Context: an optimization exercise on an open-source flow, tuned for small area, a short achievable clock period and few clock cycles per item. The choices shown serve that exercise and are no tape-out recipe.
Function was checked by simulation only, so behaviour that the tests miss may differ from the original.
Power figures rest on the tool's default switching activity, not on a simulated workload.

Setup of run K:
Design sorted_interval_booking_table, start of the top module:
module sorted_interval_booking_table #(
   parameter int CAPACITY = 64
) (
   input  logic              clock,
   input  logic              reset,
   input  logic              req_valid,
   output logic              req_ready,
   input  logic [49:0]       req_data,
   output logic              rsp_valid,
   input  logic              rsp_ready,
   output logic [38:0]       rsp_data
);
make LEC_CHECK=0 CAP_MARGIN=20 CORE_MARGIN=2 CORE_UTILIZATION=50 CTS_CLUSTER_DIAMETER=100 CTS_CLUSTER_SIZE=20 GPL_ROUTABILITY_DRIVEN=1 PLACE_DENSITY=0.6 SETUP_SLACK_MARGIN=2.3 SLEW_MARGIN=20 finish   # period 5.5 ns
run.sh (not shown) runs the stock make flow with config.mk's settings and CLKGATE_MAP_FILE= SYNTH_SCRIPT=/design/flow/synth_recipe.tcl, a recipe that flattens the netlist after the stock synthesis.
Testbench counts of run K, summed over its fixed seeds: cycles 3,216, items 3,200.
diff inputs: run K => run G
--- a/flow/design.v
+++ b/flow/design.v
@@ -5,20 +5,21 @@
    localparam logic [1:0] ACT_INSERT = 2'd0;
    localparam logic [1:0] ACT_FIND = 2'd1;
    localparam logic [1:0] ACT_REMOVE = 2'd2;
    localparam logic [2:0] ST_OK = 3'd0;
    localparam logic [2:0] ST_INVALID = 3'd1;
    localparam logic [2:0] ST_OVERLAP = 3'd2;
    localparam logic [2:0] ST_FULL = 3'd3;
    localparam logic [2:0] ST_NOT_FOUND = 3'd4;
 endpackage
 module sibt_cmp (
+   input  logic                        live,
    input  logic [sibt_pkg::TIME_W-1:0] slot_start,
    input  logic [sibt_pkg::TIME_W-1:0] slot_end,
    input  logic [sibt_pkg::TIME_W-1:0] key_s,
    input  logic [sibt_pkg::TIME_W-1:0] key_x,
    input  logic                        is_ins,
    output logic                        hit
 );
    localparam int W = sibt_pkg::TIME_W;
    logic end_gt, start_lt, start_eq;
    always_comb begin
@@ -37,21 +38,21 @@
          for (int i = 0; i + l < 16; i = i + 2 * l) begin
             ga[i] = ga[i+l] | (ta[i+l] & ga[i]);
             ta[i] = ta[i+l] & ta[i];
             gb[i] = gb[i+l] | (tb[i+l] & gb[i]);
             tb[i] = tb[i+l] & tb[i];
          end
       end
       end_gt = ga[0];
       start_lt = gb[0];
       start_eq = tb[0] & ~gb[0];
-      hit = is_ins ? (end_gt & start_lt) : start_eq;
+      hit = live & (is_ins ? (end_gt & start_lt) : start_eq);
    end
 endmodule
 module sibt_ram #(
    parameter int WIDTH = 42
 ) (
    input  logic             clock,
    input  logic             wr_en,
    input  logic [WIDTH-1:0] wr_data,
    output logic [WIDTH-1:0] rd_data
 );
@@ -90,25 +91,26 @@
    assign d_bad = d_ins ? (!(d_start < d_end) || d_start >= sibt_pkg::DAY_LIMIT
                            || d_end >= sibt_pkg::DAY_LIMIT)
                         : (d_start >= sibt_pkg::DAY_LIMIT);
    assign key_s = d_start[TW-1:0];
    assign key_x = d_ins ? d_end[TW-1:0] : d_start[TW-1:0];
    logic r_v_ff, r_go, accept;
    logic q_head_v;
    assign r_go = r_v_ff && (!q_head_v || rsp_ready);
    assign req_ready = !r_v_ff || r_go;
    assign accept = req_valid && req_ready;
-   logic [SLOTS-1:0]      valid_ff, res_ff, alloc_ff, busy, first_free, hit_c;
+   logic [SLOTS-1:0]      valid_ff, res_ff, alloc_ff, taken, busy, first_free, hit_c;
    logic [CNT_W-1:0]      count_ff;
    logic [ENTRY_W-1:0]    slot_q [SLOTS];
    logic [ENTRY_W-1:0]    new_entry;
    assign new_entry = {key_s, d_end[TW-1:0], req_data[15:0]};
+   assign taken = valid_ff | res_ff;
    assign busy = valid_ff | alloc_ff | res_ff;
    localparam int N1 = (SLOTS + 3) / 4;
    localparam int N2 = (N1 + 3) / 4;
    always_comb begin
       logic [4*N1-1:0] fr, sel1;
       logic [4*N2-1:0] any1, sel2;
       logic [N2-1:0]   any2, sel3;
       fr = '0;
       fr[SLOTS-1:0] = ~busy;
       any1 = '0;
@@ -142,20 +144,21 @@
       end
    end
    for (genvar i = 0; i < SLOTS; i++) begin : g_slot
       sibt_ram #(.WIDTH(ENTRY_W)) u_slot (
          .clock  (clock),
          .wr_en  (alloc_ff[i]),
          .wr_data(new_entry),
          .rd_data(slot_q[i])
       );
       sibt_cmp u_cmp (
+         .live      (taken[i]),
          .slot_start(slot_q[i][ENTRY_W-1 -: TW]),
          .slot_end  (slot_q[i][16 +: TW]),
          .key_s     (key_s),
          .key_x     (key_x),
          .is_ins    (d_ins),
          .hit       (hit_c[i])
       );
    end
    logic [SLOTS-1:0]   hit_r_ff, hit_r;
    logic               r_ins_ff, r_find_ff, r_rem_ff, r_bad_ff;
@@ -200,47 +203,39 @@
          if (r_bad_ff) status = sibt_pkg::ST_INVALID;
          else if (full) status = sibt_pkg::ST_FULL;
          else if (any_hit) status = sibt_pkg::ST_OVERLAP;
       end else if (r_find_ff || r_rem_ff) begin
          if (r_bad_ff || !any_hit) status = sibt_pkg::ST_NOT_FOUND;
       end
    end
    logic [CNT_W-1:0] count_up, count_dn;
    assign count_up = count_ff + CNT_W'(1);
    assign count_dn = count_ff - CNT_W'(1);
-   logic [CNT_W-1:0] count_hit, count_miss;
-   always_comb begin
-      count_hit = (r_rem_ff && !r_bad_ff) ? count_dn : count_ff;
-      count_miss = (r_ins_ff && !r_bad_ff && !full) ? count_up : count_ff;
-      count_in = any_hit ? count_hit : count_miss;
+   always_comb begin
+      count_in = count_ff;
+      if (ins_ok) count_in = count_up;
+      else if (rem_ok) count_in = count_dn;
    end
    logic r_findg;
    assign r_findg = r_find_ff && !r_bad_ff;
    assign rsp_in = {status,
                     r_findg ? rd_sel[TW+15:16] : {TW{1'b0}},
                     r_findg ? rd_sel[15:0] : 16'd0,
                     count_in};
-   logic [SLOTS-1:0] valid_keep, valid_set, valid_in;
-   always_comb begin
-      valid_keep = valid_ff;
-      if (r_go && r_rem_ff && !r_bad_ff) valid_keep = valid_ff & ~hit_r;
-      valid_set = valid_keep;
-      if (r_go && r_ins_ff && !r_bad_ff && !full) valid_set = valid_ff | res_ff;
-      valid_in = any_hit ? valid_keep : valid_set;
-   end
    always_ff @(posedge clock) begin
       if (reset) begin
          valid_ff <= '0;
          count_ff <= '0;
-      end else begin
-         valid_ff <= valid_in;
-         if (r_go) count_ff <= count_in;
+      end else if (r_go) begin
+         if (ins_ok) valid_ff <= valid_ff | res_ff;
+         else if (r_rem_ff && !r_bad_ff) valid_ff <= valid_ff & ~hit_r;
+         count_ff <= count_in;
       end
    end
    logic [38:0] q_head_ff;
    logic        pop;
    assign pop = q_head_v && rsp_ready;
    always_ff @(posedge clock) begin
       if (reset) begin
          q_head_v <= 1'b0;
       end else if (!q_head_v || pop) begin
          q_head_v <= r_go;
### Flow results
Run G ended with every stage complete and zero timing, DRC or antenna violations.
The switching power share of the total was comparable across run K and run G.
Of run K and run G, the higher setup slack belongs to run K.
Compared with run K, run G shows multi-input logic area higher by 8.2%.
Run K reports its beginning of the critical path as g_slot[38].u_slot.q_ff[16] while run G reports hit_r_ff[37].
Summary of the comparison: proportion of power drawn by combinational gates is lower in run G, relative to run K.
In the metrics for run K and run G, the one carrying the higher global-route total usage across every layer is run K.
On number of multi-input combinational cells in the layout: between run K and run G, it ends up higher for run G.
Number of global-route vias before repair in run G vs run K: up 931
Testbench counts of run G, summed over its fixed seeds: cycles 3,216, items 3,200.

-- port drivers added, routing unchanged --
In the flow no input, the clock included, has a driving cell. The finished layouts below were timed again as built, in two steps.
Step 1 (the two cells are an assumption about what drives the block):
set clk [get_ports {clock}]
set_driving_cell -lib_cell sky130_fd_sc_hd__clkbuf_16 $clk
set_driving_cell -lib_cell sky130_fd_sc_hd__buf_2 [delete_from_list [all_inputs] $clk]
Step 2 adds t to the input delays and takes it off the output delays; t is the mean of the earliest and latest rising clock arrival at the registers after step 1. Input paths then give back, and output paths get back, about the clock's delay inside the block.
Slacks: ideal / step 1 / step 2; pairs: ideal / step 1.
run	t (ns)	setup slack, ns	latest minus earliest clock arrival (ns)
run K	1.055	2.007 / 2.007 / 0.983	0.076 / 0.076
run G	1.062	1.781 / 1.781 / 0.762	0.094 / 0.094
After both steps setup and hold are still met in every run listed. For run K, which loses most, drivers alone change the setup slack by 0.000 ns; drivers and shift together by -1.024 ns.
